This is an optimization exercise on Yosys and OpenROAD, whose aim is small area, a short achievable clock period and few clock cycles, not a production implementation.
The RTL was checked by simulation tests, not by an equivalence proof against the original design.

==> flow/design.v <==
package yuvb_pkg;
    localparam int NUM_COLORS = 10;
    localparam int BOUND_W    = 10;
    localparam int PIX_W      = 8;
    localparam int CLASS_W    = 4;
    localparam int LIMIT_W    = 12;
    localparam int KEY_W      = 13;
    localparam int RES_DELAY  = 9;
    localparam int CREDITS    = 16;
    localparam int CNT_W      = 5;
    function automatic logic [3:0] f_mod10(input logic [10:0] x);
        logic [4:0] s;
        logic [2:0] m5;
        s = 5'(x[0]) + 5'({x[1], 1'b0}) + 5'({x[2], 2'b0}) + 5'({x[3], 1'b0}) + 5'(x[3])
          + 5'(x[4]) + 5'({x[5], 1'b0}) + 5'({x[6], 2'b0}) + 5'({x[7], 1'b0}) + 5'(x[7])
          + 5'(x[8]) + 5'({x[9], 1'b0}) + 5'({x[10], 2'b0});
        case (s)
            5'd0, 5'd5, 5'd10, 5'd15, 5'd20, 5'd25, 5'd30: m5 = 3'd0;
            5'd1, 5'd6, 5'd11, 5'd16, 5'd21, 5'd26, 5'd31: m5 = 3'd1;
            5'd2, 5'd7, 5'd12, 5'd17, 5'd22, 5'd27:        m5 = 3'd2;
            5'd3, 5'd8, 5'd13, 5'd18, 5'd23, 5'd28:        m5 = 3'd3;
            default:                                       m5 = 3'd4;
        endcase
        f_mod10 = (m5[0] == x[0]) ? {1'b0, m5} : {1'b0, m5} + 4'd5;
    endfunction
endpackage
module yuvb_queue (
    input  logic       i_clk,
    input  logic       i_rst_n,
    input  logic       i_req_valid,
    input  logic       i_req_operation,
    output logic       o_req_ready,
    output logic       o_accept,
    input  logic       i_in_valid,
    input  logic [3:0] i_in_class,
    output logic       o_res_valid,
    input  logic       i_res_ready,
    output logic [3:0] o_res_class_index
);
    localparam int CR = yuvb_pkg::CREDITS;
    localparam int QD = CR - 1;
    localparam int CW = yuvb_pkg::CNT_W;
    localparam int DL = yuvb_pkg::RES_DELAY;
    logic          r_ready;
    logic [CW-1:0] r_cnt, w_cnt;
    logic          w_pop;
    assign o_accept = i_req_valid && r_ready;
    assign w_pop    = o_res_valid && i_res_ready;
    assign w_cnt    = r_cnt + CW'(o_accept && i_req_operation) - CW'(w_pop);
    always_ff @(posedge i_clk) begin
        if (!i_rst_n) begin
            r_cnt   <= '0;
            r_ready <= 1'b1;
        end else begin
            r_cnt   <= w_cnt;
            r_ready <= (w_cnt < CW'(CR));
        end
    end
    assign o_req_ready = r_ready;
    logic [DL-1:0] r_dv;
    logic [3:0]    r_dc [0:DL-1];
    logic          w_in_v;
    logic [3:0]    w_in_c;
    always_ff @(posedge i_clk) begin
        if (!i_rst_n) r_dv <= '0;
        else          r_dv <= {r_dv[DL-2:0], i_in_valid};
        r_dc[0] <= i_in_class;
        for (int k = 1; k < DL; k++) r_dc[k] <= r_dc[k-1];
    end
    assign w_in_v = r_dv[DL-1];
    assign w_in_c = r_dc[DL-1];
    logic [3:0]    r_q [0:QD-1];
    logic [CW-1:0] r_wr, r_rd, r_qn;
    logic       r_out_v;
    logic [3:0] r_out;
    logic       w_load_out, w_from_q, w_push;
    assign w_load_out = !r_out_v || i_res_ready;
    assign w_from_q   = w_load_out && (r_qn != '0);
    assign w_push     = w_in_v && !(w_load_out && (r_qn == '0));
    always_ff @(posedge i_clk) begin
        if (!i_rst_n) begin
            r_out_v <= 1'b0;
            r_wr    <= '0;
            r_rd    <= '0;
            r_qn    <= '0;
        end else begin
            if (w_load_out) r_out_v <= (r_qn != '0) || w_in_v;
            if (w_push) r_wr <= (r_wr == CW'(QD - 1)) ? '0 : r_wr + 1'b1;
            if (w_from_q) r_rd <= (r_rd == CW'(QD - 1)) ? '0 : r_rd + 1'b1;
            r_qn <= r_qn + CW'(w_push) - CW'(w_from_q);
        end
    end
    always_ff @(posedge i_clk) begin
        if (w_load_out) r_out <= (r_qn != '0) ? r_q[r_rd] : w_in_c;
        if (w_push) r_q[r_wr] <= w_in_c;
    end
    assign o_res_valid       = r_out_v;
    assign o_res_class_index = r_out;
endmodule
module yuvb_front (
    input  logic        i_clk,
    input  logic        i_rst_n,
    input  logic        i_accept,
    input  logic        i_req_operation,
    input  logic [3:0]  i_req_entry,
    input  logic [9:0]  i_req_y_min,
    input  logic [9:0]  i_req_y_max,
    input  logic [9:0]  i_req_u_min,
    input  logic [9:0]  i_req_u_max,
    input  logic [9:0]  i_req_v_min,
    input  logic [9:0]  i_req_v_max,
    input  logic [7:0]  i_req_red,
    input  logic [7:0]  i_req_green,
    input  logic [7:0]  i_req_blue,
    output logic        o_load,    
    output logic        o_cls,     
    output logic [3:0]  o_entry,
    output logic [29:0] o_x1,      
    output logic [29:0] o_x2,
    output logic [2:0]  o_ne,      
    output logic [11:0] o_m,       
    output logic [11:0] o_lm,      
    output logic [29:0] o_p,       
    output logic [11:0] o_pm       
);
    logic        r1_v, r1_op;
    logic [3:0]  r1_ent;
    logic [29:0] r1_lo, r1_hi;
    logic [7:0]  r1_r, r1_g, r1_b;
    always_ff @(posedge i_clk) begin
        if (!i_rst_n) r1_v <= 1'b0;
        else          r1_v <= i_accept;
        r1_op  <= i_req_operation;
        r1_ent <= i_req_entry;
        r1_lo  <= {i_req_v_min, i_req_u_min, i_req_y_min};
        r1_hi  <= {i_req_v_max, i_req_u_max, i_req_y_max};
        r1_r   <= i_req_red;
        r1_g   <= i_req_green;
        r1_b   <= i_req_blue;
    end
    logic [26:0] w_ynum;
    logic [7:0]  w_y;
    assign w_ynum = 27'(r1_r) * 27'd78381 + 27'(r1_g) * 27'd153879 + 27'(r1_b) * 27'd29884 + 27'd131200;
    assign w_y    = w_ynum[25:18];
    logic        r2_v, r2_op;
    logic [3:0]  r2_ent;
    logic [29:0] r2_x1, r2_x2;
    logic [2:0]  r2_ne;
    logic [11:0] r2_m, r2_lm;
    logic [7:0]  r2_y, r2_r, r2_b;
    logic [2:0]  w_ne;
    logic [29:0] w_x1, w_x2;
    logic [11:0] w_lm, w_m;
    for (genvar a = 0; a < 3; a++) begin : g_ax
        logic [9:0] lo, hi;
        logic [3:0] hm;
        logic [4:0] md;
        assign lo = r1_lo[a*10 +: 10];
        assign hi = r1_hi[a*10 +: 10];
        assign w_ne[a] = $signed(lo) <= $signed(hi);
        assign w_x1[a*10 +: 10] = w_ne[a] ? lo : hi;
        assign w_x2[a*10 +: 10] = w_ne[a] ? hi : lo;
        assign w_lm[a*4 +: 4] = yuvb_pkg::f_mod10({lo[9], lo} + 11'd520);
        assign hm = yuvb_pkg::f_mod10({hi[9], hi} + 11'd520);
        assign md = {1'b0, hm} - {1'b0, w_lm[a*4 +: 4]};
        assign w_m[a*4 +: 4] = md[4] ? md[3:0] + 4'd10 : md[3:0];
    end
    always_ff @(posedge i_clk) begin
        if (!i_rst_n) r2_v <= 1'b0;
        else          r2_v <= r1_v;
        r2_op  <= r1_op;
        r2_ent <= r1_ent;
        r2_ne  <= w_ne;
        r2_x1  <= w_x1;
        r2_x2  <= w_x2;
        r2_lm  <= w_lm;
        r2_m   <= w_m;
        r2_y   <= w_y;
        r2_r   <= r1_r;
        r2_b   <= r1_b;
    end
    logic signed [8:0]  w_bx, w_rx;
    logic signed [23:0] w_uprod;
    logic signed [18:0] w_vprod;
    logic [9:0] w_u, w_v;
    assign w_bx    = $signed({1'b0, r2_b}) - $signed({1'b0, r2_y});
    assign w_rx    = $signed({1'b0, r2_r}) - $signed({1'b0, r2_y});
    assign w_uprod = 24'(w_bx) * 24'sd8061;
    assign w_vprod = 19'(w_rx) * 19'sd449;
    assign w_u     = 10'd128 + 10'(w_uprod >>> 14);
    assign w_v     = 10'd128 + 10'(w_vprod >>> 9) + 10'(w_rx <= -9'sd146);
    logic        r3_v, r3_op;
    logic [3:0]  r3_ent;
    logic [29:0] r3_x1, r3_x2, r3_p;
    logic [2:0]  r3_ne;
    logic [11:0] r3_m, r3_lm, r3_pm;
    always_ff @(posedge i_clk) begin
        if (!i_rst_n) r3_v <= 1'b0;
        else          r3_v <= r2_v;
        r3_op  <= r2_op;
        r3_ent <= r2_ent;
        r3_ne  <= r2_ne;
        r3_x1  <= r2_x1;
        r3_x2  <= r2_x2;
        r3_m   <= r2_m;
        r3_lm  <= r2_lm;
        r3_p   <= {w_v, w_u, 2'b0, r2_y};
        r3_pm  <= {yuvb_pkg::f_mod10({w_v[9], w_v} + 11'd520),
                   yuvb_pkg::f_mod10({1'b0, w_u}),
                   yuvb_pkg::f_mod10({3'b0, r2_y})};
    end
    assign o_load  = r3_v && !r3_op && (r3_ent < 4'd10);
    assign o_cls   = r3_v && r3_op;
    assign o_entry = r3_ent;
    assign o_x1    = r3_x1;
    assign o_x2    = r3_x2;
    assign o_ne    = r3_ne;
    assign o_m     = r3_m;
    assign o_lm    = r3_lm;
    assign o_p     = r3_p;
    assign o_pm    = r3_pm;
endmodule
module yuvb_back (
    input  logic        i_clk,
    input  logic        i_rst_n,
    input  logic [11:0] i_limit,
    input  logic        i_nearest,
    input  logic        i_load,
    input  logic        i_cls,
    input  logic [3:0]  i_entry,
    input  logic [29:0] i_x1,
    input  logic [29:0] i_x2,
    input  logic [2:0]  i_ne,
    input  logic [11:0] i_m,
    input  logic [11:0] i_lm,
    input  logic [29:0] i_p,
    input  logic [11:0] i_pm,
    output logic        o_res_valid,
    output logic [3:0]  o_res_class
);
    localparam int NC = yuvb_pkg::NUM_COLORS;
    localparam int KW = yuvb_pkg::KEY_W;
    localparam int TW = 87;
    function automatic logic [18:0] f_axis(input logic [9:0] p, input logic [9:0] x1,
                                           input logic [9:0] x2, input logic ne,
                                           input logic [3:0] m, input logic [3:0] lm,
                                           input logic [3:0] pm);
        logic signed [10:0] a, w;
        logic below, above, inx, tail, a_small, w_small, near1, wz;
        logic [9:0] op;
        logic [3:0] c, h, din, as, ws, fs;
        logic signed [4:0] t;
        logic [3:0] r;
        a  = $signed({p[9], p}) - $signed({x1[9], x1});
        w  = $signed({p[9], p}) - $signed({x2[9], x2});
        below = a[10];
        wz    = (w == 11'sd0);
        above = !w[10] && !wz;
        inx   = !below && !above;
        tail  = (w + $signed({7'b0, m})) >= 11'sd0;
        t     = $signed({1'b0, pm}) - $signed({1'b0, lm});
        r     = t[4] ? 4'(t + 5'sd10) : 4'(t);
        if (tail)          din = w[3:0] + m;
        else if (r > 4'd5) din = 4'd10 - r;
        else               din = r;
        a_small = (a[10:4] == 7'd0);
        w_small = ((w[10:4] == 7'h7f) && (w[3:0] != 4'd0)) || wz;
        as = a_small ? a[3:0] : 4'hf;
        ws = w_small ? 4'(-w[3:0]) : 4'hf;
        fs = (as < ws) ? as : ws;
        near1 = (a <= $signed(~w));
        if (below) begin
            op = ~a[9:0];
            c  = 4'd1;
            h  = 4'd0;
        end else if (above) begin
            op = w[9:0];
            c  = ne ? m : 4'd0;
            h  = m;
        end else if (ne) begin
            op = {6'd0, din};
            c  = 4'd0;
            h  = (din > fs) ? din - fs : 4'd0;
        end else if (near1 || wz) begin
            op = a[9:0] & {10{!wz}};
            c  = 4'd0;
            h  = 4'd0;
        end else begin
            op = ~w[9:0];
            c  = 4'd1;
            h  = 4'd0;
        end
        f_axis = {inx, h, c, op};
    endfunction
    logic [TW-1:0] w_wdata;
    assign w_wdata = {i_ne, i_m, i_lm, i_x2, i_x1};
    logic [KW-1:0] w_key [0:NC-1];
    for (genvar e = 0; e < NC; e++) begin : g_box
        logic [TW-1:0] tab;
        logic [29:0] x1, x2;
        logic [11:0] m, lm;
        logic [2:0]  ne;
        logic [18:0] ax0, ax1, ax2;
        logic [11:0] sum, dd;
        logic [3:0]  hm;
        logic        w_in, any;
        logic [KW-1:0] key;
        always_ff @(posedge i_clk) begin
            if (i_load && (i_entry == 4'(e))) tab <= w_wdata;
        end
        assign x1 = tab[29:0];
        assign x2 = tab[59:30];
        assign lm = tab[71:60];
        assign m  = tab[83:72];
        assign ne = tab[86:84];
        assign ax0 = f_axis(i_p[9:0],   x1[9:0],   x2[9:0],   ne[0], m[3:0],  lm[3:0],  i_pm[3:0]);
        assign ax1 = f_axis(i_p[19:10], x1[19:10], x2[19:10], ne[1], m[7:4],  lm[7:4],  i_pm[7:4]);
        assign ax2 = f_axis(i_p[29:20], x1[29:20], x2[29:20], ne[2], m[11:8], lm[11:8], i_pm[11:8]);
        assign w_in = ne[0] && ne[1] && ne[2] && ax0[18] && ax1[18] && ax2[18];
        assign sum = 12'(ax0[9:0]) + 12'(ax1[9:0]) + 12'(ax2[9:0])
                   + 12'(ax0[13:10]) + 12'(ax1[13:10]) + 12'(ax2[13:10]);
        always_comb begin
            hm = ax0[17:14];
            if (ax1[17:14] > hm) hm = ax1[17:14];
            if (ax2[17:14] > hm) hm = ax2[17:14];
            if (!(ne[0] && ne[1] && ne[2])) hm = 4'd0;
        end
        assign any = (ne[0] && ne[1]) || (ne[0] && ne[2]) || (ne[1] && ne[2]);
        assign dd  = sum - 12'(hm);
        always_comb begin
            if (w_in)                key = '0;
            else if (i_nearest && any) key = {1'b1, dd};
            else                       key = '1;
        end
        assign w_key[e] = key;
    end
    logic          r4_v;
    logic [KW-1:0] r4_key [0:NC-1];
    always_ff @(posedge i_clk) begin
        if (!i_rst_n) r4_v <= 1'b0;
        else          r4_v <= i_cls;
        for (int e = 0; e < NC; e++) r4_key[e] <= w_key[e];
    end
    function automatic logic f_right(input logic [KW-1:0] kl, input logic [KW-1:0] kr);
        f_right = (kr < kl) || (kr == '0);
    endfunction
    logic [KW-1:0] k1 [0:4];
    logic [3:0]    i1 [0:4];
    for (genvar n = 0; n < 5; n++) begin : g_l1
        assign k1[n] = f_right(r4_key[2*n], r4_key[2*n+1]) ? r4_key[2*n+1] : r4_key[2*n];
        assign i1[n] = f_right(r4_key[2*n], r4_key[2*n+1]) ? 4'(2*n+1) : 4'(2*n);
    end
    logic [KW-1:0] k2 [0:1];
    logic [3:0]    i2 [0:1];
    for (genvar n = 0; n < 2; n++) begin : g_l2
        assign k2[n] = f_right(k1[2*n], k1[2*n+1]) ? k1[2*n+1] : k1[2*n];
        assign i2[n] = f_right(k1[2*n], k1[2*n+1]) ? i1[2*n+1] : i1[2*n];
    end
    logic [KW-1:0] k3, k4;
    logic [3:0]    i3, i4;
    assign k3 = f_right(k2[0], k2[1]) ? k2[1] : k2[0];
    assign i3 = f_right(k2[0], k2[1]) ? i2[1] : i2[0];
    assign k4 = f_right(k3, k1[4]) ? k1[4] : k3;
    assign i4 = f_right(k3, k1[4]) ? i1[4] : i3;
    logic w_hit;
    assign w_hit = (k4 == '0) || ((k4 != '1) && (k4[11:0] <= i_limit));
    assign o_res_valid = r4_v;
    assign o_res_class = w_hit ? i4 : 4'd0;
endmodule
module yuv_box_nearest_color_classifier (
    input  logic        i_clk,
    input  logic        i_rst_n,
    input  logic        i_req_valid,
    output logic        o_req_ready,
    input  logic        i_req_operation,
    input  logic [3:0]  i_req_entry,
    input  logic [9:0]  i_req_y_min,
    input  logic [9:0]  i_req_y_max,
    input  logic [9:0]  i_req_u_min,
    input  logic [9:0]  i_req_u_max,
    input  logic [9:0]  i_req_v_min,
    input  logic [9:0]  i_req_v_max,
    input  logic [7:0]  i_req_red,
    input  logic [7:0]  i_req_green,
    input  logic [7:0]  i_req_blue,
    output logic        o_res_valid,
    input  logic        i_res_ready,
    output logic [3:0]  o_res_class_index,
    input  logic        i_cfg_wr_en,
    input  logic [0:0]  i_cfg_index,
    input  logic [11:0] i_cfg_wdata
);
    logic [11:0] r_limit;
    logic        r_nearest;
    always_ff @(posedge i_clk) begin
        if (!i_rst_n) begin
            r_limit   <= '0;
            r_nearest <= 1'b1;
        end else if (i_cfg_wr_en) begin
            if (i_cfg_index == 1'b0) r_limit   <= i_cfg_wdata;
            else                     r_nearest <= i_cfg_wdata[0];
        end
    end
    logic        w_accept;
    logic        w_load, w_cls;
    logic [3:0]  w_entry;
    logic [29:0] w_x1, w_x2, w_p;
    logic [2:0]  w_ne;
    logic [11:0] w_m, w_lm, w_pm;
    logic        w_res_v;
    logic [3:0]  w_res_class;
    yuvb_queue u_queue (
        .i_clk             (i_clk),
        .i_rst_n           (i_rst_n),
        .i_req_valid       (i_req_valid),
        .i_req_operation   (i_req_operation),
        .o_req_ready       (o_req_ready),
        .o_accept          (w_accept),
        .i_in_valid        (w_res_v),
        .i_in_class        (w_res_class),
        .o_res_valid       (o_res_valid),
        .i_res_ready       (i_res_ready),
        .o_res_class_index (o_res_class_index)
    );
    yuvb_front u_front (
        .i_clk           (i_clk),
        .i_rst_n         (i_rst_n),
        .i_accept        (w_accept),
        .i_req_operation (i_req_operation),
        .i_req_entry     (i_req_entry),
        .i_req_y_min     (i_req_y_min),
        .i_req_y_max     (i_req_y_max),
        .i_req_u_min     (i_req_u_min),
        .i_req_u_max     (i_req_u_max),
        .i_req_v_min     (i_req_v_min),
        .i_req_v_max     (i_req_v_max),
        .i_req_red       (i_req_red),
        .i_req_green     (i_req_green),
        .i_req_blue      (i_req_blue),
        .o_load          (w_load),
        .o_cls           (w_cls),
        .o_entry         (w_entry),
        .o_x1            (w_x1),
        .o_x2            (w_x2),
        .o_ne            (w_ne),
        .o_m             (w_m),
        .o_lm            (w_lm),
        .o_p             (w_p),
        .o_pm            (w_pm)
    );
    yuvb_back u_back (
        .i_clk       (i_clk),
        .i_rst_n     (i_rst_n),
        .i_limit     (r_limit),
        .i_nearest   (r_nearest),
        .i_load      (w_load),
        .i_cls       (w_cls),
        .i_entry     (w_entry),
        .i_x1        (w_x1),
        .i_x2        (w_x2),
        .i_ne        (w_ne),
        .i_m         (w_m),
        .i_lm        (w_lm),
        .i_p         (w_p),
        .i_pm        (w_pm),
        .o_res_valid (w_res_v),
        .o_res_class (w_res_class)
    );
endmodule
==> flow/run.sh <==
#!/bin/bash
# synth_recipe.tcl (not shown) runs the flow's synth.tcl, then flattens the netlist and writes it again
# the make line also repeats each setting of config.mk as NAME=value (left out here)
make -C /OpenROAD-flow-scripts/flow DESIGN_CONFIG=/design/flow/config.mk WORK_HOME=/design/flow/orfs CLKGATE_MAP_FILE= SYNTH_SCRIPT=/design/flow/synth_recipe.tcl finish
==> flow/config.mk <==
export PLATFORM = sky130hd
export DESIGN_NAME = yuv_box_nearest_color_classifier
export DESIGN_NICKNAME = yuv_box_nearest_color_classifier
export VERILOG_FILES = /design/flow/design.v
export SDC_FILE = /design/flow/constraint.sdc
export NUM_CORES = 4
export LEC_CHECK = 0
export CAP_MARGIN = 20
export CORE_MARGIN = 2
export CORE_UTILIZATION = 40
export SLEW_MARGIN = 20
==> flow/constraint.sdc <==
create_clock -name core_clock -period 13.5 [get_ports {i_clk}]
set_input_delay 2.7000 -clock core_clock [delete_from_list [all_inputs] [get_ports {i_clk}]]
set_output_delay 2.7000 -clock core_clock [all_outputs]
set_load 0.01 [all_outputs]
==> run summary <==
## worst max-delay path, delay by kind of cell, from the launching register on
family	cells	cell delay, ns
mux	3	1.90
buf+inv	3	0.67
flops	1	0.37
simple gates	10	2.07
compound gates	25	6.42
fa+ha+maj	5	1.47
## metrics by stage
stage | area (µm²) | utilization [%] | cells
5_1_grt | 171000 | 44.4 | 22806
6_report | 171000 | 44.4 | 22843
3_5_place_dp | 164000 | 42.6 | 22445
2_1_floorplan | 155000 | - | 17214
4_1_cts | 170000 | 44.3 | 22786
3_3_place_gp | 164000 | 42.6 | 22444
## worst max-delay path by stage
stage	to	slack, ns	depth (start not counted)
6_report	u_queue.r_dc[0][1]	0.52	46
5_1_grt	u_back.r4_key[0][11]	-0.11	62
2_1_floorplan	u_back.r4_key[7][11]	0.88	59
3_5_place_dp	u_back.r4_key[0][11]	0.41	60
3_3_place_gp	u_back.r4_key[4][11]	0.50	58
4_1_cts	u_back.r4_key[0][11]	0.42	60
## per-layer routing
layer / vias up / wire length, µm / track usage (%)
met4: 2 / 32000 / 14.3
met2: 4350 / 238000 / 42.7
met1: 60865 / 212000 / 32.4
met3: 998 / 34200 / 2.87
met5: - / 11 / 0
li1: 61906 / - / -
## what timing repair did
action                     CTS  global route
gates resized for setup      0            88
hold endpoints to repair     0             0
setup endpoints to repair    0            46
buffers inserted             0            13
## logic make-up after synthesis
logic type / after synthesis
DFF: 1488
adders and majority gates: 3153
buffers and inverters: 2848
xor gates and xnor gates: 949
and+or+nand+nor: 4019
AOI/OAI and AO/OA: 4256
muxes: 501
## sequential cells by signal, summed over array words and instances (netlist names), 9 cells and up, named ones only
register	count
u_front.r2_x1	30
u_back.g_box.tab	870
u_queue.r_dc	36
u_front.r2_x2	30
u_front.r2_m	12
u_front.r2_lm	12
u_front.r1_hi	30
u_front.r1_lo	30
u_front.r3_lm	12
u_front.r3_x1	30
r_limit	12
u_back.r4_key	130
u_queue.r_q	60
u_front.r3_p	28
u_queue.r_dv	9
u_front.r3_pm	11
u_front.r3_x2	30
u_front.r3_m	12
## layout by cell type, fill, tap and decap left out, types with 98 or more instances in the layout
| cell | instances |
|---|---|
| nand2b_1 | 275 |
| a221oi_1 | 141 |
| a21o_1 | 358 |
| nand3_1 | 296 |
| buf_4 | 374 |
| nor3_1 | 352 |
| clkdlybuf4s50_1 | 112 |
| mux2_2 | 98 |
| ha_1 | 2603 |
| o21ai_0 | 978 |
| nor2b_1 | 387 |
| mux2i_1 | 368 |
| nand4_1 | 161 |
| dfxtp_1 | 516 |
| nand2_1 | 958 |
| or3_1 | 113 |
| clkbuf_16 | 203 |
| edfxtp_1 | 934 |
| fa_1 | 546 |
| xnor2_1 | 607 |
| a31oi_1 | 115 |
| o31ai_1 | 107 |
| nor2_1 | 922 |
| a21oi_1 | 1208 |
| inv_1 | 2514 |
| xor2_1 | 331 |
| o21a_1 | 215 |
| o211ai_1 | 99 |
## final cells by class
class                   instances  area [µm²]  area share (%)
clock buffers                 242        5410            3.16
flip-flops and latches       1488       39200            22.9
multi-input cells           12878      105000            61.5
clock inverters                99        1070           0.624
well taps                    5060        6330            3.70
diodes                         43         108          0.0629
inverters                    2534        9520            5.56
repair buffers                499        4190            2.45
==> impl_metrics.py <==
metrics = {
    "worst_setup_path": {
        "startpoint_type": "register",
        "reg2reg_depth": 46,
        "crit-reg2reg-launch": "u_back.r4_key[3][1]",
        "cp.required_ns": 14.33,
        "cp-end-kind": "register",
        "cp_slowest_cell": "mux2i_1",
        "ff2ff_setup_slack_ns": 0.52,
        "critical_path.startpoint": "u_back.r4_key[3][1]",
        "arrival_ns": 13.80,
        "rr_endpoint": "u_queue.r_dc[0][1]",
        "slowest_delay_ns": 0.95,
        "worst-setup-path-type": "register to register",
        "cp_max_fo": 18,
    },
    "clocking": {
        "cts_hold_buf": 0,
        "htree_levels": 4,
        "cts_root_buf": "clkbuf_16",
        "tritoncts": "yes",
        "cts_buffers": 184,
        "clkLatencyLatePin_ns": 0.94,
        "path_clk_slew_ns": 0.06,
        "cts_max_path_buffers": 4,
        "cts.sinks": 1488,
    },
    "synthesis": {
        "synth_top_area_cell": "ha_1",
        "synth_adder_area_share_pct": 28.2,
        "synth_top_family_by_area": "adder cells",
        "synth_area_per_cell_um2": 8.98,
        "ys_top_cells_by_count": "ha_1, inv_1, a21oi_1",
        "netlist.area_leader.share_pct": 21.1,
        "synth_compound_area_share_pct": 17.7,
        "synth-simple-area-share_pct": 13.0,
        "muxShareOfSynthArea_pct": 3.53,
        "synth.distinct_cells": 115,
        "synth_seq_cells": 1488,
        "synth_edf_count": 934,
        "synthXorXnorAreaFrac_pct": 5.38,
        "yosysMostFrequentCell": "ha_1",
        "syn-num-nets": 20470,
        "synthCells": 17214,
        "netlist_area_um2": 155000,
        "ys_warn_count": 11,
        "ys.flop_type": "edfxtp_1",
        "async_reset_ff_share_pct": 0,
        "ys_top_cells_by_area": "ha_1, edfxtp_1, dfxtp_1",
        "ys_seq_area_share_pct": 25.3,
    },
    "die": {
        "io_pins": 113,
        "rows": 228,
        "core_um2": 385000,
        "die_h_um": 626,
        "dieArea_um2": 391000,
        "die_w_um": 626,
        "start_util_pct": 40.1,
    },
    "timing": {
        "tightest_slew_ns": 1.18,
        "fin_ws_ns": 0.524,
        "final_hold_viol_count": 0,
        "min_period_ns": 12.98,
        "clock_skew_ns": 0.105,
        "whs_ns": 0.302,
        "finalSetupTns_ns": 0,
        "timing.fmax_mhz": 77.1,
        "post-route-period-util_pct": 96.1,
        "slew_viol_final": 0,
        "slew_headroom_pct": 21.4,
        "setup_viol": 0,
    },
    "status": {
        "status": "complete, no violations",
    },
    "hold_path": {
        "hold-path-endpoint": "u_front.r3_m[5]",
        "min_path_cells": 0,
        "hold_path.class": "register to register",
        "min-delay-start": "u_front.r2_m[5]",
    },
    "route": {
        "drt_iter0_markers": 11412,
        "wire_per_inst_um": 22.6,
        "vias": 128121,
        "drc": 0,
        "drt_pass1_iterations": 6,
        "drtAntennaViolNets": 0,
        "wl_um": 516000,
        "routed_via_density": 5.61,
    },
    "global_route": {
        "grt_pass1_wl_um": 760000,
        "grt_pass1_vias": 122253,
        "antenna_found_initial": 87,
        "grt_max_degree": 59,
        "overflow": 0,
        "grt_usage_pct": 25.7,
    },
    "layout": {
        "area_growth_pct": 10.7,
        "layout-drive-gt1-share_pct": 6.51,
        "n_fill_cell": 37531,
        "fin_nets": 20841,
    },
    "place": {
        "place_hpwl_um": 410000,
        "pre_cts_ws_ns": 0.408,
        "port_buffers": 112,
        "finalWeightedCongestion": 0.989,
    },
    "job": {
        "max_cap_viol_count": 0,
    },
}
Testbench counts, summed over its fixed seeds: cycles 2,816.

port drivers added, routing unchanged:
Ports are ideal in the flow. The routed layout listed here was re-timed in OpenROAD. Step 1 (the two cells are an assumption about what drives the block):
set clk [get_ports {i_clk}]
set_driving_cell -lib_cell sky130_fd_sc_hd__clkbuf_16 $clk
set_driving_cell -lib_cell sky130_fd_sc_hd__buf_2 [delete_from_list [all_inputs] $clk]
Step 2 adds t to the input delays and takes it off the output delays; t is the mean of the earliest and latest rising clock arrival at the registers after step 1. Input paths then give back, and output paths get back, about the clock's delay inside the block. Three values: ideal ports, drivers, drivers and shift; two values: the first two.
t (ns): 0.993
setup WS [ns]: 0.524 / 0.524 / 0.524
slew at the worst register clock pin (ns): 0.07 / 0.07
pins driven straight from the clock port: 1
After both steps setup and hold are still met in this run. The setup slack of this run moves by 0.000 ns with the drivers and by 0.000 ns with both steps.
